Source: an optimization exercise on an open RTL-to-GDS flow (aim: small area, a short achievable clock period and few clock cycles per item). Production flows keep margins and buffers that such runs may drop. The RTL was checked by simulation tests, not by an equivalence proof against the original design.

### design.v
`default_nettype none
package rse_pkg;
  localparam int unsigned DataW   = 32;
  localparam int unsigned FuncW   = 3;
  localparam int unsigned StatusW = 3;
  localparam logic [FuncW-1:0] FuncPush = 3'd0;
  localparam logic [FuncW-1:0] FuncAdd  = 3'd1;
  localparam logic [FuncW-1:0] FuncSub  = 3'd2;
  localparam logic [FuncW-1:0] FuncMul  = 3'd3;
  localparam logic [FuncW-1:0] FuncDiv  = 3'd4;
  localparam logic [StatusW-1:0] StatusOk       = 3'd0;
  localparam logic [StatusW-1:0] StatusFew      = 3'd1;
  localparam logic [StatusW-1:0] StatusDivZero  = 3'd2;
  localparam logic [StatusW-1:0] StatusCount    = 3'd3;
  localparam logic [StatusW-1:0] StatusOverflow = 3'd4;
endpackage
`default_nettype wire
`default_nettype none
module rse_stack #(
  parameter int unsigned ENTRIES = 14
) (
  input  wire logic                            clk_i,
  input  wire logic                            we_i,
  input  wire logic [$clog2(ENTRIES)-1:0]      waddr_i,
  input  wire logic [rse_pkg::DataW-1:0]       wdata_i,
  input  wire logic [$clog2(ENTRIES)-1:0]      raddr_i,
  output logic [rse_pkg::DataW-1:0]            rdata_o
);
  logic [rse_pkg::DataW-1:0] mem_q [ENTRIES];
  always_ff @(posedge clk_i) begin
    if (we_i) begin
      mem_q[waddr_i] <= wdata_i;
    end
  end
  assign rdata_o = mem_q[raddr_i];
endmodule
`default_nettype wire
`default_nettype none
module rse_clz (
  input  wire logic [31:0] a_i,
  output logic [5:0]       n_o
);
  always_comb begin
    n_o = 6'd32;
    for (int i = 0; i < 32; i++) begin
      if (a_i[i]) n_o = 6'(31 - i);
    end
  end
endmodule
`default_nettype wire
`default_nettype none
module rse_add (
  input  wire logic [31:0] a_i,
  input  wire logic [31:0] b_i,
  input  wire logic        cin_i,
  output logic [31:0]      sum_o,
  output logic             cout_o
);
  logic [32:0] g [7];
  logic [32:0] p [7];
  always_comb begin
    g[0][0] = cin_i;
    p[0][0] = 1'b0;
    for (int i = 0; i < 32; i++) begin
      g[0][i+1] = a_i[i] & b_i[i];
      p[0][i+1] = a_i[i] ^ b_i[i];
    end
    for (int l = 0; l < 7; l++) begin
      if (l > 0) begin
        for (int i = 0; i < 33; i++) begin
          if ((i >> (l - 1)) % 2 == 1) begin
            g[l][i] = g[l-1][i] | (p[l-1][i] & g[l-1][((i >> (l - 1)) << (l - 1)) - 1]);
            p[l][i] = p[l-1][i] & p[l-1][((i >> (l - 1)) << (l - 1)) - 1];
          end else begin
            g[l][i] = g[l-1][i];
            p[l][i] = p[l-1][i];
          end
        end
      end
    end
    for (int i = 0; i < 32; i++) begin
      sum_o[i] = p[0][i+1] ^ g[6][i];
    end
    cout_o = g[6][32];
  end
endmodule
`default_nettype wire
`default_nettype none
module rpn_stack_evaluator_unit #(
  parameter int unsigned STACK_DEPTH = 16
) (
  input  wire logic        clk_i,
  input  wire logic        rst_ni,
  input  wire logic        s_axis_tvalid_i,
  output logic             s_axis_tready_o,
  input  wire logic [31:0] s_axis_tdata_i,   
  input  wire logic [2:0]  s_axis_tuser_i,   
  input  wire logic        s_axis_tlast_i,
  output logic             m_axis_tvalid_o,
  input  wire logic        m_axis_tready_i,
  output logic [31:0]      m_axis_tdata_o,   
  output logic [2:0]       m_axis_tuser_o    
);
  localparam int unsigned W  = rse_pkg::DataW;
  localparam int unsigned ME = STACK_DEPTH - 2;      
  localparam int unsigned MW = $clog2(ME);
  localparam int unsigned CW = $clog2(STACK_DEPTH + 1);
  localparam logic [2:0] SIdle = 3'd0;
  localparam logic [2:0] SMul  = 3'd1;
  localparam logic [2:0] SDivA = 3'd2;
  localparam logic [2:0] SDiv  = 3'd3;
  localparam logic [2:0] SFix  = 3'd4;
  logic                        in_v_q;
  logic                        in_push_q, in_add_q, in_sub_q, in_mul_q, in_div_q;
  logic [W-1:0]                in_d_q;
  logic                        in_l_q;
  logic [W-1:0]                t_q, t_d;
  logic [W-1:0]                n_q, n_d;
  logic [CW-1:0]               cnt_q, cnt_d;
  logic [rse_pkg::StatusW-1:0] err_q, err_d;
  logic [2:0]                  st_q, st_d;
  logic [W-1:0]                x_q, x_d;
  logic [4:0]                  it_q, it_d;
  logic                        neg_q, neg_d;
  logic                        prev_q, prev_d;
  logic                        opl_q, opl_d;       
  logic                        hold_q, hold_d;     
  logic                        rdy_q, rdy_d;       
  logic                        in_v_d;
  logic [4:0]                  sh_q, sh_d;         
  logic                        qz_q, qz_d;         
  logic                        ov_q, ov_d;
  logic [rse_pkg::StatusW-1:0] os_q, os_d;
  logic [W-1:0]                ox_q, ox_d;
  logic                        accept, exec, out_free;
  logic                        mem_we;
  logic [MW-1:0]               mem_waddr, mem_raddr;
  logic [W-1:0]                mem_rdata;
  logic [CW-1:0]               cnt_m2, cnt_m3;
  logic                        c_a_en, c_a_inv, c_b_zero, c_b_two, c_b_inv, c_b_cin;
  logic                        a_a_en_q, a_a_inv_q, a_b_zero_q, a_b_two_q, a_b_inv_q, a_b_cin_q;
  logic [2:0]                  bd_d;
  logic                        in_push_d, in_add_d, in_sub_d, in_mul_d, in_div_d;
  logic [W-1:0]                b_op;
  logic [W:0]                  sum;
  logic [5:0]                  clz_n, clz_t;
  logic                        pow_n, pow_t;
  logic [6:0]                  shamt;
  logic [1:0]                  cls_n, cls_t;
  logic                        mul_done;
  logic [W-1:0]                quo;
  logic                        fin;
  logic [CW-1:0]               fin_cnt;
  logic [rse_pkg::StatusW-1:0] fin_err;
  logic [W-1:0]                fin_val;
  assign exec            = in_v_q && (st_q == SIdle) && !hold_q;
  assign s_axis_tready_o = rdy_q;
  assign accept          = s_axis_tvalid_i && s_axis_tready_o;
  assign out_free        = !ov_q || m_axis_tready_i;
  assign cnt_m2    = cnt_q - CW'(2);
  assign cnt_m3    = cnt_q - CW'(3);
  assign mem_waddr = cnt_m2[MW-1:0];
  assign mem_raddr = cnt_m3[MW-1:0];
  rse_stack #(
    .ENTRIES(ME)
  ) u_stack (
    .clk_i   (clk_i),
    .we_i    (mem_we),
    .waddr_i (mem_waddr),
    .wdata_i (n_q),
    .raddr_i (mem_raddr),
    .rdata_o (mem_rdata)
  );
  rse_clz u_clz_n (.a_i(n_q ^ {W{n_q[W-1]}}), .n_o(clz_n));
  rse_clz u_clz_t (.a_i(t_q ^ {W{t_q[W-1]}}), .n_o(clz_t));
  assign pow_n = n_q[W-1] && ((~n_q[W-1:1] & n_q[W-2:0]) == '0);
  assign pow_t = t_q[W-1] && ((~t_q[W-1:1] & t_q[W-2:0]) == '0);
  assign cls_n = 2'(n_q[W-1:7] == '0 || n_q[W-1:7] == '1) + 2'(n_q[W-1:15] == '0 || n_q[W-1:15] == '1);
  assign cls_t = 2'(t_q[W-1:7] == '0 || t_q[W-1:7] == '1) + 2'(t_q[W-1:15] == '0 || t_q[W-1:15] == '1);
  assign shamt = 7'(clz_t) + 7'(pow_n) - 7'(clz_n) - 7'(pow_t);
  assign bd_d    = {x_d[1], x_d[0], prev_d};
  assign mul_done = (x_q[W-1:1] == '0) || (x_q[W-1:1] == '1);
  assign b_op = a_b_zero_q ? W'(0) : (a_b_two_q ? {t_q[W-2:0], 1'b0} : t_q);
  rse_add u_add (
    .a_i    ((n_q & {W{a_a_en_q}}) ^ {W{a_a_inv_q}}),
    .b_i    (b_op ^ {W{a_b_inv_q}}),
    .cin_i  (a_b_cin_q),
    .sum_o  (sum[W-1:0]),
    .cout_o (sum[W])
  );
  assign quo = {x_q[W-2:0], sum[W]};
  always_comb begin
    c_a_en  = 1'b1;
    c_a_inv = 1'b0;
    c_b_zero = 1'b0;
    c_b_two = 1'b0;
    c_b_inv = 1'b0;
    c_b_cin = 1'b0;
    case (st_d)
      SIdle: begin
        if (in_sub_d) begin
          c_b_inv = 1'b1;
          c_b_cin = 1'b1;
        end else if (in_div_d) begin
          c_a_en  = 1'b0;
          c_b_inv = 1'b1;
          c_b_cin = 1'b1;
        end
      end
      SMul: begin
        c_b_zero = (bd_d == 3'b000) || (bd_d == 3'b111);
        c_b_two  = (bd_d == 3'b011) || (bd_d == 3'b100);
        c_b_inv  = bd_d[2] && !c_b_zero;
        c_b_cin  = c_b_inv;
      end
      SDivA: begin
        c_a_inv  = 1'b1;
        c_b_zero = 1'b1;
        c_b_cin  = 1'b1;
      end
      SDiv: begin
        c_b_inv = 1'b1;
        c_b_cin = 1'b1;
      end
      SFix: begin
        c_a_en  = 1'b0;
        c_b_cin = 1'b1;
      end
      default: begin
      end
    endcase
  end
  always_comb begin
    t_d     = t_q;
    n_d     = n_q;
    cnt_d   = cnt_q;
    err_d   = err_q;
    st_d    = st_q;
    x_d     = x_q;
    it_d    = it_q;
    neg_d   = neg_q;
    prev_d  = prev_q;
    opl_d   = opl_q;
    mem_we  = 1'b0;
    fin     = hold_q;
    fin_val = t_q;
    sh_d    = sh_q;
    qz_d    = qz_q;
    if (exec) begin
      if (err_q == rse_pkg::StatusOk) begin
        if (in_push_q) begin
            if (cnt_q == CW'(STACK_DEPTH)) begin
              err_d = rse_pkg::StatusOverflow;
            end else begin
              mem_we = (cnt_q >= CW'(2));
              n_d    = t_q;
              t_d    = in_d_q;
              cnt_d  = cnt_q + CW'(1);
              fin_val = in_d_q;
            end
        end else if (in_add_q || in_sub_q || in_mul_q || in_div_q) begin
            if (cnt_q < CW'(2)) begin
              err_d = rse_pkg::StatusFew;
            end else if (in_mul_q) begin
              st_d   = SMul;
              prev_d = 1'b0;
              n_d    = '0;
              if (cls_n > cls_t) begin
                x_d = n_q;
              end else begin
                x_d = t_q;
                t_d = n_q;
              end
            end else if (in_div_q) begin
              if (t_q == '0) begin
                err_d = rse_pkg::StatusDivZero;
              end else begin
                st_d  = SDivA;
                neg_d = n_q[W-1] ^ t_q[W-1];
                sh_d  = shamt[4:0];
                qz_d  = shamt[6];
                t_d   = t_q[W-1] ? sum[W-1:0] : t_q;
              end
            end else begin
              t_d   = sum[W-1:0];
              n_d   = mem_rdata;
              cnt_d = cnt_q - CW'(1);
              fin_val = sum[W-1:0];
            end
        end
      end
      if (in_l_q) begin
        if (st_d == SIdle) begin
          fin = 1'b1;
        end else begin
          opl_d = 1'b1;
        end
      end
    end
    case (st_q)
      SMul: begin
        n_d    = sum[W-1:0];
        x_d    = {{2{x_q[W-1]}}, x_q[W-1:2]};
        prev_d = x_q[1];
        t_d    = {t_q[W-3:0], 2'b00};
        if (mul_done) begin
          st_d  = SIdle;
          t_d   = sum[W-1:0];
          n_d   = mem_rdata;
          cnt_d = cnt_q - CW'(1);
          fin   = opl_q;
          fin_val = sum[W-1:0];
          opl_d = 1'b0;
        end
      end
      SDivA: begin
        if (qz_q) begin
          st_d  = SIdle;
          t_d   = '0;
          fin_val = '0;
          n_d   = mem_rdata;
          cnt_d = cnt_q - CW'(1);
          fin   = opl_q;
          opl_d = 1'b0;
        end else begin
          st_d = SDiv;
          n_d  = n_q[W-1] ? sum[W-1:0] : n_q;
          t_d  = t_q << sh_q;
          it_d = sh_q;
          x_d  = '0;
        end
      end
      SDiv: begin
        if (sum[W]) begin
          n_d = sum[W-1:0];
        end
        x_d  = quo;
        t_d  = {1'b0, t_q[W-1:1]};
        it_d = it_q - 5'd1;
        if (it_q == 5'd0) begin
          if (neg_q) begin
            st_d = SFix;
            t_d  = ~quo;
          end else begin
            st_d  = SIdle;
            t_d   = quo;
            fin_val = quo;
            n_d   = mem_rdata;
            cnt_d = cnt_q - CW'(1);
            fin   = opl_q;
            opl_d = 1'b0;
          end
        end
      end
      SFix: begin
        st_d  = SIdle;
        t_d   = sum[W-1:0];
        fin_val = sum[W-1:0];
        n_d   = mem_rdata;
        cnt_d = cnt_q - CW'(1);
        fin   = opl_q;
        opl_d = 1'b0;
      end
      default: begin
      end
    endcase
  end
  assign fin_cnt = cnt_d;
  assign fin_err = err_d;
  always_comb begin
    ov_d   = ov_q && !m_axis_tready_i;
    os_d   = os_q;
    ox_d   = ox_q;
    hold_d = 1'b0;
    if (fin) begin
      if (out_free) begin
        ov_d = 1'b1;
        ox_d = '0;
        if (fin_err != rse_pkg::StatusOk) begin
          os_d = fin_err;
        end else if (fin_cnt == CW'(1)) begin
          os_d = rse_pkg::StatusOk;
          ox_d = fin_val;
        end else begin
          os_d = rse_pkg::StatusCount;
        end
      end else begin
        hold_d = 1'b1;
      end
    end
  end
  assign in_v_d = accept || (in_v_q && !exec);
  assign in_push_d = accept ? (s_axis_tuser_i == rse_pkg::FuncPush) : in_push_q;
  assign in_add_d  = accept ? (s_axis_tuser_i == rse_pkg::FuncAdd)  : in_add_q;
  assign in_sub_d  = accept ? (s_axis_tuser_i == rse_pkg::FuncSub)  : in_sub_q;
  assign in_mul_d  = accept ? (s_axis_tuser_i == rse_pkg::FuncMul)  : in_mul_q;
  assign in_div_d  = accept ? (s_axis_tuser_i == rse_pkg::FuncDiv)  : in_div_q;
  assign rdy_d  = !in_v_d || ((st_d == SIdle) && !hold_d);
  always_ff @(posedge clk_i or negedge rst_ni) begin
    if (!rst_ni) begin
      in_v_q <= 1'b0;
      cnt_q  <= '0;
      err_q  <= rse_pkg::StatusOk;
      st_q   <= SIdle;
      opl_q  <= 1'b0;
      hold_q <= 1'b0;
      ov_q   <= 1'b0;
      rdy_q  <= 1'b0;
    end else begin
      in_v_q <= in_v_d;
      st_q   <= st_d;
      opl_q  <= opl_d;
      hold_q <= hold_d;
      ov_q   <= ov_d;
      rdy_q  <= rdy_d;
      if (fin && out_free) begin
        cnt_q <= '0;
        err_q <= rse_pkg::StatusOk;
      end else begin
        cnt_q <= cnt_d;
        err_q <= err_d;
      end
    end
  end
  always_ff @(posedge clk_i) begin
    if (accept) begin
      in_d_q <= s_axis_tdata_i;
      in_l_q <= s_axis_tlast_i;
    end
    in_push_q  <= in_push_d;
    in_add_q   <= in_add_d;
    in_sub_q   <= in_sub_d;
    in_mul_q   <= in_mul_d;
    in_div_q   <= in_div_d;
    a_a_en_q   <= c_a_en;
    a_a_inv_q  <= c_a_inv;
    a_b_zero_q <= c_b_zero;
    a_b_two_q  <= c_b_two;
    a_b_inv_q  <= c_b_inv;
    a_b_cin_q  <= c_b_cin;
    t_q    <= t_d;
    n_q    <= n_d;
    x_q    <= x_d;
    it_q   <= it_d;
    neg_q  <= neg_d;
    sh_q   <= sh_d;
    qz_q   <= qz_d;
    prev_q <= prev_d;
    os_q   <= os_d;
    ox_q   <= ox_d;
  end
  assign m_axis_tvalid_o = ov_q;
  assign m_axis_tdata_o  = ox_q;
  assign m_axis_tuser_o  = os_q;
endmodule
`default_nettype wire
### run.sh
#!/bin/bash
# synth_recipe.tcl (not shown) runs the flow's synth.tcl, then flattens the netlist and writes it again
# the make line also repeats each setting of config.mk as NAME=value (left out here)
make -C /OpenROAD-flow-scripts/flow DESIGN_CONFIG=/design/flow/config.mk WORK_HOME=/design/flow/orfs CLKGATE_MAP_FILE= SYNTH_SCRIPT=/design/flow/synth_recipe.tcl finish
### config.mk
export PLATFORM = sky130hd
export DESIGN_NAME = rpn_stack_evaluator_unit
export DESIGN_NICKNAME = rpn_stack_evaluator_unit
export VERILOG_FILES = /design/flow/design.v
export SDC_FILE = /design/flow/constraint.sdc
export NUM_CORES = 4
export LEC_CHECK = 0
export ABC_AREA = 1
export CAP_MARGIN = 20
export CORE_MARGIN = 2
export CORE_UTILIZATION = 40
export SETUP_SLACK_MARGIN = 5
export SLEW_MARGIN = 20
### constraint.sdc
create_clock -name core_clock -period 10.0 [get_ports {clk_i}]
set_input_delay 2.0000 -clock core_clock [delete_from_list [all_inputs] [get_ports {clk_i}]]
set_output_delay 2.0000 -clock core_clock [all_outputs]
set_load 0.01 [all_outputs]
==> results.toml, run 1 <==
[run_status]
status = "no timing/DRC/antenna violations"

[synth]
synth_area_um2 = 37200
synthSimpleGateAreaFrac_pct = 13.6
seq_area_frac_synth_pct = 51.3
yosys.area.top_type_share_pct = 48.0
synth_ff_type = "edfxtp_1"
yosysMostFrequentCell = "nand2_1"
synth_xor_area_share_pct = 3.97
synth_warnings = 6
synth_top_family_by_area = "compound AO/OA/AOI/OAI gates"
yosys.area.top_type = "edfxtp_1"
synth_compound_area_share_pct = 21.5
synth.area.top_cells = "edfxtp_1 (48%), o21ai_0 (7.3%), nand2_1 (6.1%)"
ys_types = 78
ys_ff_latch = 652
synth_commonest_cells = "nand2_1 (602), edfxtp_1 (595), o21ai_0 (545), nor2_1 (468), inv_1 (311)"
synth-edff-count = 595
muxShareOfSynthArea_pct = 0.404
synthAdderAreaFrac_pct = 2.50
async_reset_ff_share_pct = 2.45
synth_cells = 4088
syn_nets = 4197
avgSynthCellArea_um2 = 9.10

[floorplanning]
rows = 111
start_util_pct = 40.5
core_region_area_um2 = 91900
chipHeight_um = 309
die_width_um = 309
dieArea_um2 = 95400
ios = 77

[worst_setup_path]
crit_fanout = 32
arrival_ps = 5580
end_kind = "flop"
cpPeakStageDelay_ps = 530
crit_path_top_delay_cell = "nor4_2"
path_buf_inv = 4
required_ps = 10450
worstSetupPathType = "reg -> reg"
cp_cell_sequence = "inv_1 > nand4_1 > nor4_2 > nand4_1 > nand2_4 > nor2_4 > clkinv_2 > nand2_4 > inv_2 > o21ai_1 > nor3_2 > nand2_1 > buf_4 > a21oi_1"
path_delay_family = "simple AND/OR/NAND/NOR gates"
reg2reg_slack_ps = 4870
start_kind = "flop"

[route]
drcViolationCount = 0
drt_iter0_markers = 4787
first_pass_iters = 7
routed_wl_mm = 154
vias_per_cell = 6.21
vias = 33600
routedWlPerCell_um = 28.4
drtAntennaViolNets = 0

[sta]
fmax_ghz = 0.195
drv_slew = 0
final.min_clock_period_ps = 5130
hold_viol = 0
setup_viol = 0
timing.final.crit_share_pct = 51.3
setup_tns_ps = 0
slew_headroom_pct = 30.4
worst-slew-pin-transition_ps = 1020
clock_skew_ps = 50.5
rsz0062_at_grt = "no"
worst_slack_ps = 4870

[placement]
place.gp.congestion = 1.11
dp_slack_ps = 4570
portBuffers = 76
place_hpwl_mm = 99.4

[global_route]
grt_max_degree = 178
grt_overflow = 0
grt_pass1_vias = 31100
track_usage_pct = 31.4
grt_pass1_wl_mm = 217
antenna_found_initial = 9

[cts]
cts.sinks = 652
cts_max_path_buffers = 3
clk_latency_ps = 700
cts_tree = "yes"
hold_buffers = 0
cts_root_buffer = "clkbuf_16"
htree_levels = 3
clk_pin_slew_ps = 60
cts_buffers = 75

[finish]
final_nets = 4209
drive_gt1_share_pct = 9.76
fin_util_pct = 46.3
syn_to_final_growth_pct = 14.4

[min_path]
hold_class = "reg -> reg"

[run]
max_cap_viol_count = 0
[final cells by class]
cell class / instances / area [µm²]
inverters: 337 / 1310
diodes: 3 / 7.51
repair buffers: 238 / 2190
fillers: 8893 / 49400
repair inverters: 1 / 8.76
flip-flops and latches: 652 / 19100
well taps: 1243 / 1560
clock inverters: 39 / 479
multi-input cells: 2795 / 15900
clock buffers: 99 / 1990
[tightest hold or removal path: cells and delay by family, from the launching register on]
family,cells,cell delay (ps)
DFF,1,360
and+or+nand+nor,2,130
[metrics by stage]
step / cells / instance area [µm²] / hold slack, ps
after detailed placement: 5197 / 39200 / 513
final: 5407 / 42500 / 526
after global placement: 5197 / 39200 / 503
after CTS: 5348 / 41800 / 524
after floorplan: 4088 / 37200 / 482
after global routing: 5405 / 42500 / 556
[per-layer routing]
layer  share of wire (%)  global-route usage (%)
met4                 7.2                    18.9
met5                0.11                       0
met1                  39                    40.7
met2                  41                    45.9
met3                  13                    9.81
[state kept, by name (all words and copies together) (netlist names), 3 cells and up]
register / count
sh_q: 5
err_q: 3
in_d_q: 32
it_q: 5
os_q: 3
u_stack.mem_q: 448
t_q: 32
ox_q: 32
x_q: 32
st_q: 3
n_q: 32
cnt_q: 5
[placed cells by master (no fill, tap or decap), drive strengths merged, types with 4 or more instances in the layout]
cell	instances
clkbuf	105
clkinv	27
nand4	27
a22oi	55
a21oi	247
mux2i	15
o211ai	56
o21bai	6
o21ai	568
o32ai	6
xnor2	73
nand2	610
o31ai	15
nand3	49
nor4	19
dfrtp	16
inv	333
o2111ai	11
a41oi	4
nor2	484
o22ai	85
dfxtp	41
clkdlybuf4s50	76
buf	156
a32oi	6
nor3	29
a2111oi	5
a31oi	27
a221oi	28
or2	15
o221ai	134
ha	60
fa	9
bufinv	6
clkinvlp	11
xor2	94
a211oi	11
edfxtp	595
a32o	23
[what timing repair did]
item                       CTS  global route
pin swaps                    1             8
setup endpoints to repair  210           175
resized for setup           14            53
setup buffers               12            50
gates cloned                 1             5
[path summary, 6_finish.rpt]
kind | start | end | cells after the start
max | x_q[1] | ox_q[30] | 14
min | in_v_q | in_v_q | 2
max reg2reg | x_q[1] | ox_q[30] | 14
min reg2reg | in_v_q | in_v_q | 2
max in group asynchronous | rst_ni | cnt_q[0] | 1
min in group asynchronous | rst_ni | cnt_q[2] | 1
[cells by family (layout without fill, tap and decap cells)]
group | Yosys count | count (layout)
AOI/OAI and AO/OA | 1306 | 1306
and+or+nand+nor | 1237 | 1238
DFF | 652 | 652
buffers and inverters | 642 | 714
xor gates and xnor gates | 167 | 167
adders and majority gates | 69 | 69
muxes | 15 | 15
other | 0 | 3
Testbench counts, summed over its fixed seeds: cycles 76,500, tokens 32,033.
==> run 2, diff against run 1 <==
--- a/design.v
+++ b/design.v
@@ -147,7 +147,8 @@
   logic                        pow_n, pow_t;
   logic [6:0]                  shamt;
   logic [1:0]                  cls_n, cls_t;
-  logic                        mul_done;
+  logic                        mul_done_q, mul_done_d;   
+  logic                        it_last_q, it_last_d;
   logic [W-1:0]                quo;
   logic                        fin;
   logic [CW-1:0]               fin_cnt;
@@ -179,7 +180,8 @@
   assign cls_t = 2'(t_q[W-1:7] == '0 || t_q[W-1:7] == '1) + 2'(t_q[W-1:15] == '0 || t_q[W-1:15] == '1);
   assign shamt = 7'(clz_t) + 7'(pow_n) - 7'(clz_n) - 7'(pow_t);
   assign bd_d    = {x_d[1], x_d[0], prev_d};
-  assign mul_done = (x_q[W-1:1] == '0) || (x_q[W-1:1] == '1);
+  assign mul_done_d = (x_d[W-1:1] == '0) || (x_d[W-1:1] == '1);
+  assign it_last_d  = (it_d == 5'd0);
   assign b_op = a_b_zero_q ? W'(0) : (a_b_two_q ? {t_q[W-2:0], 1'b0} : t_q);
   rse_add u_add (
     .a_i    ((n_q & {W{a_a_en_q}}) ^ {W{a_a_inv_q}}),
@@ -303,7 +305,7 @@
         x_d    = {{2{x_q[W-1]}}, x_q[W-1:2]};
         prev_d = x_q[1];
         t_d    = {t_q[W-3:0], 2'b00};
-        if (mul_done) begin
+        if (mul_done_q) begin
           st_d  = SIdle;
           t_d   = sum[W-1:0];
           n_d   = mem_rdata;
@@ -337,7 +339,7 @@
         x_d  = quo;
         t_d  = {1'b0, t_q[W-1:1]};
         it_d = it_q - 5'd1;
-        if (it_q == 5'd0) begin
+        if (it_last_q) begin
           if (neg_q) begin
             st_d = SFix;
             t_d  = ~quo;
@@ -438,6 +440,8 @@
     a_b_two_q  <= c_b_two;
     a_b_inv_q  <= c_b_inv;
     a_b_cin_q  <= c_b_cin;
+    mul_done_q <= mul_done_d;
+    it_last_q  <= it_last_d;
     t_q    <= t_d;
     n_q    <= n_d;
     x_q    <= x_d;
==> run 2 against run 1 <==
  * Setup slack got worse by 18 ps
  * Area after synthesis increased by 1.5%
  * Critical path depth increased by 4
  * Register-to-register slack got worse by 20 ps
  * Design area increased by 2.6%
  * Non-clock buffer count increased by 51
  * Global-route usage increased by 3.1 points
  * Via count increased by 6.0%
  * Sequential share of layout area decreased by 1.2 points
  * First-iteration DRC count increased by 20%
  * Highest routed layer unchanged
  * Clock skew decreased by 13 ps
==> results.toml, run 2 <==
[synth]
yosys.area.top_type = "edfxtp_1"
async_reset_ff_share_pct = 2.45
yosys.area.top_type_share_pct = 46.9
ys_types = 72
synth_top_family_by_area = "compound AO/OA/AOI/OAI gates"
yosysMostFrequentCell = "nand2_1"
synth_warnings = 6
synthAdderAreaFrac_pct = 2.47
avgSynthCellArea_um2 = 8.90
synth.area.top_cells = "edfxtp_1 (47%), o21ai_0 (6.8%), nand2_1 (6.4%)"
synth-edff-count = 589
synth_compound_area_share_pct = 21.8
muxShareOfSynthArea_pct = 0.504
synth_commonest_cells = "nand2_1 (641), edfxtp_1 (589), o21ai_0 (516), nor2_1 (502), inv_1 (327)"
synthSimpleGateAreaFrac_pct = 14.7
synth_area_um2 = 37700
synth_ff_type = "edfxtp_1"
syn_nets = 4349
synth_xor_area_share_pct = 3.18
seq_area_frac_synth_pct = 50.5
synth_cells = 4240
ys_ff_latch = 654

[global_route]
grt_pass1_vias = 32500
antenna_found_initial = 5
track_usage_pct = 34.5
grt_pass1_wl_mm = 242
grt_max_degree = 116
grt_overflow = 0

[cts]
clk_pin_slew_ps = 70
hold_buffers = 0
cts_tree = "yes"
cts_buffers = 77
clk_latency_ps = 690
cts.sinks = 654
htree_levels = 3
cts_root_buffer = "clkbuf_16"
cts_max_path_buffers = 3

[worst_setup_path]
arrival_ps = 5740
path_buf_inv = 5
path_delay_family = "compound AO/OA/AOI/OAI gates"
crit_path_top_delay_cell = "edfxtp_1"
timing.rr.start = "n_q[25]"
start_kind = "flop"
cpPeakStageDelay_ps = 490
end_kind = "flop"
crit_path_start = "n_q[25]"
required_ps = 10590
crit_fanout = 29
worstSetupPathType = "reg -> reg"
cp_cell_sequence = "buf_4 > nor4_1 > nand4_1 > o41ai_1 > ha_1 > ha_1 > inv_1 > o21bai_1 > o21ai_4 > buf_4 > inv_6 > buf_4 > nor2_1 > o22ai_1 > o21ai_0 > nand4_1 > nor4_2 > o2bb2ai_1"
cp_common_cell = "buf_4"

[min_path]
worstHoldStart = "prev_q"
hold_class = "reg -> reg"

[sta]
hold_viol = 0
worst-slew-pin-transition_ps = 1340
slew_headroom_pct = 9.98
timing.final.crit_share_pct = 51.5
drv_slew = 0
fmax_ghz = 0.194
final.min_clock_period_ps = 5150
clock_skew_ps = 37.3
worst_slack_ps = 4850
setup_viol = 0
rsz0062_at_grt = "yes"
setup_tns_ps = 0
hold_ws_ps = 521

[finish]
nFillCells = 9023
drive_gt1_share_pct = 10.8
syn_to_final_growth_pct = 15.6
regMostFlops = "u_stack.mem_q"
layout_commonest_cell = "nand2_1"
final_nets = 4404
largest_reg_flops = 448
final_cell_mix = "nand2_1 (631), edfxtp_1 (589), o21ai_0 (507)"

[route]
vias = 35600
routed_wl_mm = 173
routedWlPerCell_um = 30.9
drt_iter0_markers = 5736
drcViolationCount = 0
drtAntennaViolNets = 0
first_pass_iters = 10
vias_per_cell = 6.34

[run]
max_cap_viol_count = 0

[floorplanning]
chipHeight_um = 311
start_util_pct = 40.4
core_region_area_um2 = 93500
dieArea_um2 = 96800
die_width_um = 311
rows = 112
ios = 77

[placement]
dp_slack_ps = 3230
place_hpwl_mm = 114
portBuffers = 76
place.gp.congestion = 1.11

[run_status]
status = "no timing/DRC/antenna violations"
-- run 2: tightest hold or removal path: stages, from the launching register on --
cell and delay (ps):
dfxtp_1 310, a31oi_1 70, inv_1 90
-- run 2: routing by layer --
metal / up-vias / track usage [%] / share of wire [%]
li1: 15300 / - / -
met1: 17300 / 46.0 / 39
met2: 2404 / 49.4 / 41
met3: 541 / 12.5 / 14
met4: 8 / 17.0 / 5.8
met5: - / 0 / 0.025
-- run 2: layout make-up --
cell class                      instances  area [µm²]  share of cell area [%]
Antenna cell                            1        2.50                 0.00573
Clock buffer                           94        2040                    4.68
Clock inverter                         45         429                   0.984
Inverter                              358        1390                    3.18
Multi-Input combinational cell       2915       16500                    37.9
Sequential cell                       654       19100                    43.7
Tap cell                             1254        1570                    3.60
Timing Repair Buffer                  289        2600                    5.96
-- run 2: cells by family (layout without fill, tap and decap cells) --
| kind of cell | after synthesis | after routing |
|---|---|---|
| and+or+nand+nor | 1358 | 1360 |
| DFF | 654 | 654 |
| other | 0 | 1 |
| AOI/OAI and AO/OA | 1330 | 1330 |
| muxes | 19 | 19 |
| adders and majority gates | 69 | 69 |
| xor gates and xnor gates | 137 | 137 |
| buffers and inverters | 673 | 786 |
-- run 2: per-stage QoR --
step	std cells	utilization, %	cell area [µm²]
floorplan	4240	-	37700
global placement	5379	42.7	39900
detailed placement	5380	42.8	40000
CTS	5559	46.0	43000
global route	5609	46.7	43600
finish	5610	46.7	43600
-- run 2: final timing paths --
kind | end | slack [ps] | cells after the start
worst max-delay path | mul_done_q | 4850 | 18
worst min-delay path | prev_q | 520 | 2
worst max register to register | mul_done_q | 4850 | 18
worst min register to register | prev_q | 520 | 2
max in group asynchronous | cnt_q[0] | 7570 | 1
min in group asynchronous | ov_q | 1800 | 1
-- run 2: timing repair --
| action | 4_1_cts | 5_1_grt |
|---|---|---|
| pin swaps | 6 | 11 |
| gates cloned | 3 | 5 |
| resized for setup | 48 | 59 |
| buffers inserted | 37 | 45 |
| endpoints found under the setup margin | 549 | 93 |
Testbench counts of run 2, summed over its fixed seeds: cycles 76,500, tokens 32,033.
==> run 3, diff against run 2 <==
--- a/design.v
+++ b/design.v
@@ -154,6 +154,8 @@
   logic [CW-1:0]               fin_cnt;
   logic [rse_pkg::StatusW-1:0] fin_err;
   logic [W-1:0]                fin_val;
+  logic                        t_sum, n_sum, f_sum;
+  logic                        rs_q, rs_d;         
   assign exec            = in_v_q && (st_q == SIdle) && !hold_q;
   assign s_axis_tready_o = rdy_q;
   assign accept          = s_axis_tvalid_i && s_axis_tready_o;
@@ -221,8 +223,8 @@
         c_b_cin  = 1'b1;
       end
       SDiv: begin
-        c_b_inv = 1'b1;
-        c_b_cin = 1'b1;
+        c_b_inv = !rs_d;
+        c_b_cin = !rs_d;
       end
       SFix: begin
         c_a_en  = 1'b0;
@@ -246,6 +248,10 @@
     mem_we  = 1'b0;
     fin     = hold_q;
     fin_val = t_q;
+    t_sum   = 1'b0;
+    rs_d    = rs_q;
+    n_sum   = 1'b0;
+    f_sum   = 1'b0;
     sh_d    = sh_q;
     qz_d    = qz_q;
     if (exec) begin
@@ -281,13 +287,13 @@
                 neg_d = n_q[W-1] ^ t_q[W-1];
                 sh_d  = shamt[4:0];
                 qz_d  = shamt[6];
-                t_d   = t_q[W-1] ? sum[W-1:0] : t_q;
+                t_sum = t_q[W-1];
               end
             end else begin
-              t_d   = sum[W-1:0];
+              t_sum = 1'b1;
               n_d   = mem_rdata;
               cnt_d = cnt_q - CW'(1);
-              fin_val = sum[W-1:0];
+              f_sum = 1'b1;
             end
         end
       end
@@ -301,17 +307,18 @@
     end
     case (st_q)
       SMul: begin
-        n_d    = sum[W-1:0];
+        n_sum  = 1'b1;
         x_d    = {{2{x_q[W-1]}}, x_q[W-1:2]};
         prev_d = x_q[1];
         t_d    = {t_q[W-3:0], 2'b00};
         if (mul_done_q) begin
           st_d  = SIdle;
-          t_d   = sum[W-1:0];
+          t_sum = 1'b1;
+          n_sum = 1'b0;
           n_d   = mem_rdata;
           cnt_d = cnt_q - CW'(1);
           fin   = opl_q;
-          fin_val = sum[W-1:0];
+          f_sum = 1'b1;
           opl_d = 1'b0;
         end
       end
@@ -326,16 +333,16 @@
           opl_d = 1'b0;
         end else begin
           st_d = SDiv;
-          n_d  = n_q[W-1] ? sum[W-1:0] : n_q;
+          n_sum = n_q[W-1];
+          rs_d  = 1'b0;
           t_d  = t_q << sh_q;
           it_d = sh_q;
           x_d  = '0;
         end
       end
       SDiv: begin
-        if (sum[W]) begin
-          n_d = sum[W-1:0];
-        end
+        n_sum = 1'b1;
+        rs_d  = !sum[W];
         x_d  = quo;
         t_d  = {1'b0, t_q[W-1:1]};
         it_d = it_q - 5'd1;
@@ -347,6 +354,7 @@
             st_d  = SIdle;
             t_d   = quo;
             fin_val = quo;
+            n_sum = 1'b0;
             n_d   = mem_rdata;
             cnt_d = cnt_q - CW'(1);
             fin   = opl_q;
@@ -356,8 +364,8 @@
       end
       SFix: begin
         st_d  = SIdle;
-        t_d   = sum[W-1:0];
-        fin_val = sum[W-1:0];
+        t_sum = 1'b1;
+        f_sum = 1'b1;
         n_d   = mem_rdata;
         cnt_d = cnt_q - CW'(1);
         fin   = opl_q;
@@ -382,7 +390,7 @@
           os_d = fin_err;
         end else if (fin_cnt == CW'(1)) begin
           os_d = rse_pkg::StatusOk;
-          ox_d = fin_val;
+          ox_d = f_sum ? sum[W-1:0] : fin_val;
         end else begin
           os_d = rse_pkg::StatusCount;
         end
@@ -441,9 +449,10 @@
     a_b_inv_q  <= c_b_inv;
     a_b_cin_q  <= c_b_cin;
     mul_done_q <= mul_done_d;
+    rs_q       <= rs_d;
     it_last_q  <= it_last_d;
-    t_q    <= t_d;
-    n_q    <= n_d;
+    t_q    <= t_sum ? sum[W-1:0] : t_d;
+    n_q    <= n_sum ? sum[W-1:0] : n_d;
     x_q    <= x_d;
     it_q   <= it_d;
     neg_q  <= neg_d;
--- a/config.mk
+++ b/config.mk
@@ -8,6 +8,6 @@
 export ABC_AREA = 1
 export CAP_MARGIN = 20
 export CORE_MARGIN = 2
-export CORE_UTILIZATION = 40
+export CORE_UTILIZATION = 55
 export SETUP_SLACK_MARGIN = 5
 export SLEW_MARGIN = 20
==> run 3 against run 2 <==
  * Clock-buffer cell count fell by 6
  * Final cell count decreased by 12%
  * Synthesized cell count fell by 5.3%
==> results.toml, run 3 <==
[run_status]
status = "no timing/DRC/antenna violations"

[cts]
htree_levels = 3
hold_buffers = 0
cts_buffers = 71
cts_max_path_buffers = 3
cts.sinks = 655
clk_pin_slew_ps = 70
cts_root_buffer = "clkbuf_16"
clk_latency_ps = 650
cts_tree = "yes"

[finish]
regMostFlops = "u_stack.mem_q"
num_antenna_cells = 0
nFillCells = 5358
final_cell_mix = "nand2_1 (625), o21ai_0 (571), edfxtp_1 (558)"
fin_cells = 4946
layout_commonest_cell = "nand2_1"
syn_to_final_growth_pct = 13.5
fin_util_pct = 62.8
largest_reg_flops = 448
final_nets = 4136
drive_gt1_share_pct = 8.77

[synth]
synth_area_um2 = 36200
async_reset_ff_share_pct = 2.44
ys_ff_latch = 655
ys_types = 67
synth_cells = 4016
synth_warnings = 6
yosys.area.top_type = "edfxtp_1"
synth-edff-count = 558
yosysMostFrequentCell = "nand2_1"
yosys.area.top_type_share_pct = 46.2
syn_nets = 4125
avgSynthCellArea_um2 = 9.02
synth_ff_type = "edfxtp_1"
seq_area_frac_synth_pct = 51.8
synth_commonest_cells = "nand2_1 (627), o21ai_0 (573), edfxtp_1 (558), nor2_1 (465), a21oi_1 (277)"
synth.area.top_cells = "edfxtp_1 (46%), o21ai_0 (7.9%), nand2_1 (6.5%)"

[sta]
final.min_clock_period_ps = 4900
drv_slew = 0
clock_skew_ps = 39.9
fmax_ghz = 0.204
setup_tns_ps = 0
slew_headroom_pct = 20.2
worst_slack_ps = 5100
hold_viol = 0
rsz0062_at_grt = "yes"
timing.final.crit_share_pct = 49.0
worst-slew-pin-transition_ps = 1180
setup_viol = 0

[placement]
dp_cells = 4762
place.gp.congestion = 1.08
portBuffers = 76
place_hpwl_mm = 94.6
dp_slack_ps = 4250

[floorplanning]
die_width_um = 261
dieArea_um2 = 67900
core_region_area_um2 = 65500
chipHeight_um = 261
rows = 94
ios = 77
start_util_pct = 55.3

[route]
first_pass_iters = 9
drt_iter0_markers = 5148
routedWlPerCell_um = 28.6
routed_wl_mm = 141
drcViolationCount = 0
drtAntennaViolNets = 0
vias = 33000
vias_per_cell = 6.68

[worst_setup_path]
start_kind = "flop"
crit_fanout = 49
required_ps = 10420
arrival_ps = 5330
worstSetupPathType = "reg -> reg"
end_kind = "flop"

[global_route]
grt_pass1_wl_mm = 202
track_usage_pct = 40.7
antenna_found_initial = 0
grt_max_degree = 192
grt_overflow = 0
grt_pass1_vias = 30600

[run]
max_cap_viol_count = 0

[min_path]
hold_class = "reg -> reg"
## run 3: cell count changes after synthesis, moves of 36 or more
cell      delta
a21oi_1     +50
a22oi_1     -43
inv_1       -65
nor2_1      -37
o21ai_0     +57
o221ai_1    -47
o22ai_1     -36
## run 3: cell type report
type	count	area, µm²	area share, %
inverters	287	1120	2.73
repair buffers	222	2310	5.62
clock buffers	88	1900	4.63
multi-input cells	2790	15500	37.7
clock inverters	40	407	0.989
well taps	864	1080	2.63
flip-flops and latches	655	18800	45.7
## run 3: routing by layer
metal  share of wire [%]  GRT usage [%]
met2                  44           62.2
met4                 7.3           24.3
met3                  12           8.24
met5               0.064          0.997
met1                  37           53.6
## run 3: critical path, stage by stage, from the launching register on
cell and delay [ps]:
dfxtp_1 290, buf_4 230, inv_1 170, buf_4 320, nor2_1 100, inv_1 210
nor2_4 170, nor2_4 490, nand2_4 400, inv_6 440, nor2_1 110, a21oi_1 190
nand3_1 100, nand3b_1 260, nor3_2 150, buf_4 330, inv_2 290, a221oi_2 320
## run 3: final timing paths
path | start | endpoint | slack (ps) | cells after the start
setup / recovery | it_last_q | ox_q[23] | 5100 | 17
hold / removal | rs_q | rs_q | 490 | 2
setup reg to reg | it_last_q | ox_q[23] | 5100 | 17
hold reg to reg | rs_q | rs_q | 490 | 2
max in group asynchronous | rst_ni | cnt_q[0] | 7510 | 1
min in group asynchronous | rst_ni | in_v_q | 1840 | 1
## run 3: metrics by stage
| stage | cell area, µm² | hold WS, ps |
|---|---|---|
| floorplan | 36200 | 424 |
| global placement | 37700 | 443 |
| detailed placement | 38000 | 461 |
| CTS | 40500 | 482 |
| global route | 41100 | 520 |
| finish | 41100 | 486 |
## run 3: kinds of logic after synthesis
kind of cell | after synthesis | synth area share (%)
mux | 30 | 0.829
xor+xnor | 160 | 3.87
fa+ha+maj | 69 | 2.57
compound gates | 1256 | 20.5
simple gates | 1274 | 14.3
buf+inv | 572 | 6.06
flops | 655 | 51.8
## run 3: repair_timing
| action | in CTS | in global routing |
|---|---|---|
| hold endpoints to repair | 0 | 0 |
| pin swaps | 3 | 9 |
| cloned | 1 | 4 |
| buffers inserted | 8 | 43 |
| gates resized for setup | 30 | 40 |
| endpoints found under the setup margin | 241 | 276 |
Testbench counts of run 3, summed over its fixed seeds: cycles 76,500, tokens 32,033.
==> run 4, diff against run 3 <==
--- a/config.mk
+++ b/config.mk
@@ -9,5 +9,6 @@
 export CAP_MARGIN = 20
 export CORE_MARGIN = 2
 export CORE_UTILIZATION = 55
+export CTS_BUF_LIST = sky130_fd_sc_hd__clkbuf_8
 export SETUP_SLACK_MARGIN = 5
 export SLEW_MARGIN = 20
==> run 4 against run 3 <==
  * Clock-buffer cell count rose by 26
  * Utilization fell by 0.41 points
  * Clock skew rose by 76 ps
  * Global-route usage rose by 0.11 points
  * Sequential share of layout area rose by 0.31 points
  * Non-clock buffer count fell by 10
  * Via count barely moved
==> results.toml, run 4 <==
[run_status]
status = "no timing/DRC/antenna violations"

[worst_setup_path]
cpPeakStageDelay_ps = 500
crit_path_top_delay_cell = "nor2_4"
required_ps = 10510
ff2ff_path_depth = 17
worstSetupPathType = "reg -> reg"
start_kind = "flop"
cp_common_cell = "buf_4"
end_kind = "flop"
cp_cell_sequence = "buf_4 > inv_1 > buf_4 > nor2_1 > inv_1 > nor2_4 > nor2_4 > nand2_4 > inv_6 > nor2_1 > a21oi_1 > nand3_1 > nand3b_1 > nor3_2 > buf_4 > inv_2 > a221oi_2"
crit_fanout = 49
arrival_ps = 5450

[synth]
synth_ff_type = "edfxtp_1"
yosys.area.top_type_share_pct = 46.2
async_reset_ff_share_pct = 2.44
yosysMostFrequentCell = "nand2_1"
synth-edff-count = 558
synth_area_um2 = 36200
yosys.area.top_type = "edfxtp_1"
synth_commonest_cells = "nand2_1 (627), o21ai_0 (573), edfxtp_1 (558), nor2_1 (465), a21oi_1 (277)"
ys_types = 67
seq_area_frac_synth_pct = 51.8
synth_cells = 4016
ys_ff_latch = 655
synth.area.top_cells = "edfxtp_1 (46%), o21ai_0 (7.9%), nand2_1 (6.5%)"
synth_warnings = 6
avgSynthCellArea_um2 = 9.02
syn_nets = 4125

[floorplanning]
start_util_pct = 55.3
core_region_area_um2 = 65500
dieArea_um2 = 67900
ios = 77
rows = 94
chipHeight_um = 261
die_width_um = 261

[finish]
syn_to_final_growth_pct = 12.8
largest_reg_flops = 448
layout_commonest_cell = "nand2_1"
drive_gt1_share_pct = 9.42
fin_cells = 5007
regMostFlops = "u_stack.mem_q"
nFillCells = 5476
finish.instance_area_um2 = 40900
final_cell_mix = "nand2_1 (625), o21ai_0 (572), edfxtp_1 (558)"
final_nets = 4161
fin_util_pct = 62.4

[global_route]
grt_max_degree = 192
track_usage_pct = 40.8
grt_pass1_vias = 31000
antenna_found_initial = 3
grt_overflow = 0
grt_pass1_wl_mm = 203

[sta]
slew_headroom_pct = 20.5
setup_tns_ps = 0
timing.final.crit_share_pct = 49.5
worst-slew-pin-transition_ps = 1180
final.min_clock_period_ps = 4950
hold_ws_ps = 478
fmax_ghz = 0.202
drv_slew = 0
rsz0062_at_grt = "yes"
setup_viol = 0
clock_skew_ps = 116
hold_viol = 0
worst_slack_ps = 5050

[route]
vias = 33000
first_pass_iters = 9
vias_per_cell = 6.59
routed_wl_mm = 142
routedWlPerCell_um = 28.3
drt_iter0_markers = 5229
drcViolationCount = 0
drtAntennaViolNets = 0

[cts]
hold_buffers = 0
cts_max_path_buffers = 3
cts_buffers = 106
cts.sinks = 655
htree_levels = 3
clk_latency_ps = 780
clk_pin_slew_ps = 60
cts_tree = "yes"
cts_root_buffer = "clkbuf_8"

[min_path]
min_delay_path_depth = 2
hold_class = "reg -> reg"

[placement]
place_hpwl_mm = 94.6
placed_cell_area_um2 = 38000
dp_cells = 4762
portBuffers = 76
dp_slack_ps = 4250
place.gp.congestion = 1.08

[run]
max_cap_viol_count = 0
run 4: changes by cell type in the layout (fill, tap and decap cells not counted), moves of 3 or more:
cell / previous run / this run
clkbuf_16: 77 / 3
inv_1: 254 / 294
buf_4: 108 / 101
clkinv_2: 13 / 17
clkbuf_8: 2 / 114
bufinv_16: 4 / 7
clkbuf_1: 13 / 0
buf_12: 22 / 19
run 4: critical path, delay by kind of cell (launching register included):
family / cells / cell delay [ps]
buffers and inverters: 7 / 2000
AND/OR/NAND/NOR: 8 / 1790
AO/OA/AOI/OAI: 2 / 500
flip-flops: 1 / 300
run 4: cell type report:
type,instances,area (µm²),area share [%]
flip-flops and latches,655,18800,46.0
well taps,864,1080,2.65
clock buffers,114,1570,3.84
clock inverters,83,592,1.45
inverters,287,1120,2.75
diodes,2,5.00,0.0122
multi-input cells,2790,15500,37.9
repair buffers,212,2180,5.34
run 4: cell families after synthesis:
family	count (synthesis)	synth area share, %
mux	30	0.829
compound gates	1256	20.5
fa+ha+maj	69	2.57
xor+xnor	160	3.87
simple gates	1274	14.3
flops	655	51.8
buf+inv	572	6.06
run 4: path summary, 6_finish.rpt:
check                           from       end  slack (ps)
max                        it_last_q  ox_q[23]        5050
min                             rs_q      rs_q         480
max reg2reg                it_last_q  ox_q[23]        5050
min reg2reg                     rs_q      rs_q         480
max in group asynchronous     rst_ni  cnt_q[0]        7650
min in group asynchronous     rst_ni   st_q[2]        1710
run 4: what timing repair did:
item	in CTS	in global routing
gates cloned	1	3
setup buffers	8	34
gates resized for setup	32	35
pin swaps	3	10
endpoints found under the setup margin	277	249
run 4: layer usage:
metal	up-vias	wire [µm]	global-route usage, %	part of all wire [%]
met4	4	10100	23.5	7.1
met3	562	16900	9.40	12
met1	15700	52100	53.3	37
li1	14400	-	-	-
met5	-	78	0	0.055
met2	2401	62600	62.4	44
==> run 5, diff against run 4 <==
--- a/config.mk
+++ b/config.mk
@@ -5,7 +5,7 @@
 export SDC_FILE = /design/flow/constraint.sdc
 export NUM_CORES = 4
 export LEC_CHECK = 0
-export ABC_AREA = 1
+export ABC_AREA = 0
 export CAP_MARGIN = 20
 export CORE_MARGIN = 2
 export CORE_UTILIZATION = 55
==> run 5 against run 4 <==
  * Synthesized cell count down 21%
  * Global-route usage down 3.4 points
  * Sequential cell count unchanged
  * Final cell count down 16%
  * Fmax up 0.31%
  * Sequential share of layout area up 0.24 points
  * Critical endpoint is now mul_done_q
  * First-iteration DRC count down 17%
  * Design area down 0.52%
==> results.toml, run 5 <==
[run_status]
status = "no timing/DRC/antenna violations"

[worst_setup_path]
regToRegEndpoint = "mul_done_q"
start_kind = "flop"
endpoint = "mul_done_q"
worstSetupPathType = "reg -> reg"
crit_fanout = 12
reg2reg_slack_ps = 5070
timing.rr.start = "t_q[15]"
arrival_ps = 5600
end_kind = "flop"
ff2ff_path_depth = 20
required_ps = 10670
crit_path_start = "t_q[15]"

[sta]
slew_headroom_pct = 23.0
fmax_ghz = 0.203
worst-slew-pin-transition_ps = 1150
drv_slew = 0
hold_viol = 0
hold_ws_ps = 491
setup_viol = 0
worst_slack_ps = 5070
rsz0062_at_grt = "yes"
final.min_clock_period_ps = 4930
clock_skew_ps = 50.7
timing.final.crit_share_pct = 49.3
setup_tns_ps = 0

[cts]
hold_buffers = 0
clk_latency_ps = 760
cts_max_path_buffers = 3
cts_buffers = 106
cts_root_buffer = "clkbuf_8"
htree_levels = 3
cts_tree = "yes"
clk_pin_slew_ps = 70
cts.sinks = 655

[placement]
dp_slack_ps = 3890
place.gp.congestion = 1.04
place_hpwl_mm = 83.3
portBuffers = 76

[finish]
regMostFlops = "u_stack.mem_q"
layout_commonest_cell = "edfxtp_1"
largest_reg_flops = 448
final_nets = 3358
syn_to_final_growth_pct = 13.0
nFillCells = 5024
drive_gt1_share_pct = 17.4
final_cell_mix = "edfxtp_1 (558), nand2_1 (364), o21ai_0 (235)"

[min_path]
hold_class = "reg -> reg"
min_delay_path_depth = 2

[floorplanning]
dieArea_um2 = 67500
chipHeight_um = 260
start_util_pct = 55.7
core_region_area_um2 = 64600
rows = 93
die_width_um = 260
ios = 77

[global_route]
grt_pass1_wl_mm = 184
grt_overflow = 0
track_usage_pct = 37.3
grt_max_degree = 93
grt_pass1_vias = 27400
antenna_found_initial = 5

[route]
drt_iter0_markers = 4357
routedWlPerCell_um = 30.4
drtAntennaViolNets = 0
routed_wl_mm = 128
drcViolationCount = 0
vias_per_cell = 6.90
first_pass_iters = 9
vias = 29000

[synth]
async_reset_ff_share_pct = 2.44
synth_cells = 3182
synth.area.top_cells = "edfxtp_1 (47%), mux4_2 (8.4%), dfxtp_1 (4.5%)"
seq_area_frac_synth_pct = 52.2
yosys.area.top_type_share_pct = 46.6
yosys.area.top_type = "edfxtp_1"
ys_types = 80
avgSynthCellArea_um2 = 11.3
yosysMostFrequentCell = "edfxtp_1"
synth_area_um2 = 36000
synth_commonest_cells = "edfxtp_1 (558), nand2_1 (364), o21ai_0 (242), clkbuf_1 (233), nor2_1 (214)"
synth_ff_type = "edfxtp_1"
syn_nets = 3291
synth_warnings = 6
ys_ff_latch = 655
synth-edff-count = 558

[run]
max_cap_viol_count = 0
run 5: metal layers:
| layer | global-route usage (%) | wire length [µm] |
|---|---|---|
| met2 | 56.0 | 56400 |
| met5 | 0 | 13 |
| met3 | 9.02 | 14500 |
| met1 | 52.8 | 51100 |
| met4 | 14.3 | 5580 |
run 5: critical path, cell delays in order (launching register included):
cell and delay [ps]:
edfxtp_1 430, buf_12 180, or4_1 510, or4_4 560
nor3_4 140, nand2b_4 150, ha_1 150, inv_1 40
ha_1 300, nor2b_2 180, o21ai_4 220, buf_12 170
clkbuf_16 170, nor2_1 50, a21oi_2 110, o21ai_0 90
a222oi_1 480, nand4_1 260, nor4_4 470, nand2_1 80
o21ai_0 80
run 5: worst min-delay path by stage:
stage / startpoint / end / slack, ps
after floorplan: rs_q / rs_q / 420
after global placement: rs_q / rs_q / 460
after detailed placement: rs_q / rs_q / 460
after CTS: rs_q / rs_q / 480
after global routing: rs_q / rs_q / 510
final: rs_q / rs_q / 490
run 5: area by class of cell:
cell class / count / area [µm²] / area share [%]
Antenna cell: 4 / 10.0 / 0.0246
Clock buffer: 111 / 1530 / 3.76
Clock inverter: 89 / 574 / 1.41
Inverter: 86 / 328 / 0.806
Multi-Input combinational cell: 2146 / 16000 / 39.4
Sequential cell: 655 / 18800 / 46.3
Tap cell: 855 / 1070 / 2.63
Timing Repair Buffer: 254 / 2300 / 5.65
run 5: stage by stage:
stage / utilization, % / std cells / area [µm²]
6_report: 62.9 / 4200 / 40600
5_1_grt: 62.9 / 4199 / 40600
4_1_cts: 62.1 / 4162 / 40100
3_5_place_dp: 58.5 / 3938 / 37800
3_3_place_gp: 58.5 / 3938 / 37800
2_1_floorplan: - / 3182 / 36000
run 5: cells by family (layout without fill, tap and decap cells):
logic type	after synthesis	after routing	share of synthesized area, %
AND/OR/NAND/NOR	870	870	11.0
AO/OA/AOI/OAI	790	790	14.2
flip-flops	655	655	52.2
buffers and inverters	381	540	4.04
multiplexers	289	289	12.9
XOR/XNOR	128	128	3.12
adder cells (fa/ha/maj)	69	69	2.59
other	0	4	0
run 5: what timing repair did:
item | in CTS | in global routing
setup endpoints to repair | 41 | 313
resized for setup | 21 | 42
pin swaps | 3 | 22
cloned | 0 | 4
buffers inserted | 24 | 30
hold endpoints to repair | 0 | 0
==> run 6, diff against run 5 <==
--- a/config.mk
+++ b/config.mk
@@ -9,6 +9,5 @@
 export CAP_MARGIN = 20
 export CORE_MARGIN = 2
 export CORE_UTILIZATION = 55
-export CTS_BUF_LIST = sky130_fd_sc_hd__clkbuf_8
 export SETUP_SLACK_MARGIN = 5
 export SLEW_MARGIN = 20
==> run 6 against run 5 <==
  * Synthesized cell count stayed put
  * Non-clock buffer count rose by 5
  * Sequential cell count unchanged
  * Area after synthesis stayed put
  * Sequential share of layout area shrank 0.40 points
  * Critical path depth down 1
  * First-iteration DRC count is 1.3% lower
  * Die area unchanged
==> results.toml, run 6 <==
[sta]
clock_skew_ps = 28.7
hold_viol = 0
worst-slew-pin-transition_ps = 1190
drv_slew = 0
fmax_ghz = 0.205
setup_tns_ps = 0
hold_ws_ps = 486
setup_viol = 0
timing.final.crit_share_pct = 48.8
slew_headroom_pct = 19.8
worst_slack_ps = 5120
final.min_clock_period_ps = 4880
rsz0062_at_grt = "yes"

[route]
routedWlPerCell_um = 30.9
vias_per_cell = 6.96
vias = 28700
routed_wl_mm = 127
drcViolationCount = 0
drt_iter0_markers = 4300
first_pass_iters = 10
drtAntennaViolNets = 0

[synth]
synth_cells = 3182
yosysMostFrequentCell = "edfxtp_1"
syn_nets = 3291
synth_commonest_cells = "edfxtp_1 (558), nand2_1 (364), o21ai_0 (242), clkbuf_1 (233), nor2_1 (214)"
synth-edff-count = 558
ys_ff_latch = 655
synth.area.top_cells = "edfxtp_1 (47%), mux4_2 (8.4%), dfxtp_1 (4.5%)"
synth_ff_type = "edfxtp_1"
avgSynthCellArea_um2 = 11.3
ys_types = 80
async_reset_ff_share_pct = 2.44
synth_warnings = 6
yosys.area.top_type_share_pct = 46.6
yosys.area.top_type = "edfxtp_1"
synth_area_um2 = 36000
seq_area_frac_synth_pct = 52.2

[cts]
cts_tree = "yes"
clk_latency_ps = 650
cts_root_buffer = "clkbuf_16"
cts_buffers = 71
clk_pin_slew_ps = 60
cts_max_path_buffers = 3
cts.sinks = 655
htree_levels = 3

[floorplanning]
chipHeight_um = 260
die_width_um = 260
dieArea_um2 = 67500
core_region_area_um2 = 64600
rows = 93
ios = 77
start_util_pct = 55.7

[placement]
place.gp.congestion = 1.04
dp_slack_ps = 3890
place_hpwl_mm = 83.3
portBuffers = 76

[worst_setup_path]
arrival_ps = 5420
ff2ff_path_depth = 19
worstSetupPathType = "reg -> reg"
timing.rr.start = "t_q[15]"
required_ps = 10550
start_kind = "flop"
regToRegEndpoint = "mul_done_q"
crit_fanout = 19
reg2reg_slack_ps = 5120
end_kind = "flop"

[finish]
drive_gt1_share_pct = 16.8
layout_commonest_cell = "edfxtp_1"
largest_reg_flops = 448
fin_util_pct = 63.5
regMostFlops = "u_stack.mem_q"
final_cell_mix = "edfxtp_1 (558), nand2_1 (364), o21ai_0 (235)"
syn_to_final_growth_pct = 13.9
num_antenna_cells = 0
final_nets = 3328

[global_route]
grt_pass1_wl_mm = 183
grt_overflow = 0
grt_max_degree = 93
track_usage_pct = 37.3
antenna_found_initial = 4
grt_pass1_vias = 27200

[run]
max_cap_viol_count = 0

[min_path]
hold_path_end = "rs_q"
worstHoldStart = "rs_q"
min_delay_path_depth = 2
hold_class = "reg -> reg"

[run_status]
status = "no timing/DRC/antenna violations"
[run 6: cell counts after synthesis]
Identical to the previous run, type by type.
[run 6: cell type report]
| class | count | area [µm²] |
|---|---|---|
| clock buffer | 86 | 1840 |
| timing repair buffer | 259 | 2350 |
| tap | 855 | 1070 |
| clock inverter | 42 | 551 |
| sequential | 655 | 18800 |
| fill | 4963 | 23600 |
| multi-input combinational | 2146 | 16000 |
| inverter | 86 | 328 |
[run 6: per-layer routing]
| metal | GRT usage (%) | share of wire (%) | vias up |
|---|---|---|---|
| met5 | 0 | 0.021 | - |
| met4 | 15.0 | 4.6 | 4 |
| met3 | 9.23 | 12 | 387 |
| met2 | 55.7 | 44 | 1999 |
| met1 | 52.3 | 40 | 14200 |
| li1 | - | - | 12200 |
[run 6: metrics by stage]
step	std cells	area, µm²
detailed placement	3938	37800
finish	4129	41000
CTS	4090	40400
global route	4129	41000
global placement	3938	37800
floorplan	3182	36000
[run 6: timing repair]
action                                  in CTS  in global routing
endpoints found under the setup margin      40                271
cloned                                       0                  5
pin swaps                                    2                 21
buffers inserted                            24                 34
hold endpoints to repair                     0                  0
resized for setup                           21                 47
hold buffers                                 0                  0
[run 6: cells by family (layout without fill, tap and decap cells)]
| kind of cell | after synthesis | in the layout | synth area share (%) |
|---|---|---|---|
| compound gates | 790 | 790 | 14.2 |
| xor+xnor | 128 | 128 | 3.12 |
| fa+ha+maj | 69 | 69 | 2.59 |
| buf+inv | 381 | 473 | 4.04 |
| flops | 655 | 655 | 52.2 |
| mux | 289 | 289 | 12.9 |
| simple gates | 870 | 870 | 11.0 |
[run 6: worst max path at each step]
stage | startpoint | end | slack (ps)
after floorplan | t_q[15] | t_q[0] | 4990
after global placement | a_b_two_q | a_b_cin_q | 3820
after detailed placement | a_b_two_q | a_b_cin_q | 3890
after CTS | a_b_two_q | a_b_cin_q | 4960
after global routing | n_q[3] | a_b_cin_q | 4890
final | t_q[15] | mul_done_q | 5120
[run 6: critical path, stage by stage (launching register included)]
cell       delay [ps]
edfxtp_1          390
buf_6             190
or4_1             520
or4_4             560
nor3_4            140
nand2b_1          140
ha_1              150
inv_1              40
ha_1              310
nor2b_4           140
o21ai_4           210
buf_12            170
clkbuf_16         230
a21oi_1           100
o21ai_0           170
a222oi_1          140
buf_4             180
nor4_1            350
nand4_1           380
o21ai_0           260

==> port drivers added, routing unchanged <==
The results above use ideal ports. As a check the final layouts listed here were re-extracted and re-timed, cells and wires unchanged.
Step 1 sets driving cells, clkbuf_16 on the clock port and buf_2 on the other inputs (assumed; they add their load-dependent delay and slew).
Step 2 also shifts input and output timing later by t, the mid clock arrival at the registers, as if the neighbouring blocks saw the same clock.
Slacks: ideal ports / drivers / drivers and shift; pairs: ideal ports / drivers.
run	t (ns)	setup slack, ns	worst setup path at the end	cell pins on the clock port's net
run 1	0.751	4.872 / 4.872 / 4.872	register to register	1
run 2	0.750	4.854 / 4.854 / 4.854	register to register	1
run 3	0.695	5.096 / 5.096 / 5.096	register to register	1
run 4	0.787	5.055 / 5.055 / 5.055	register to register	1
run 5	0.800	5.070 / 5.070 / 5.070	register to register	1
run 6	0.700	5.123 / 5.123 / 5.123	register to register	1
After both steps setup and hold are still met in every run listed.
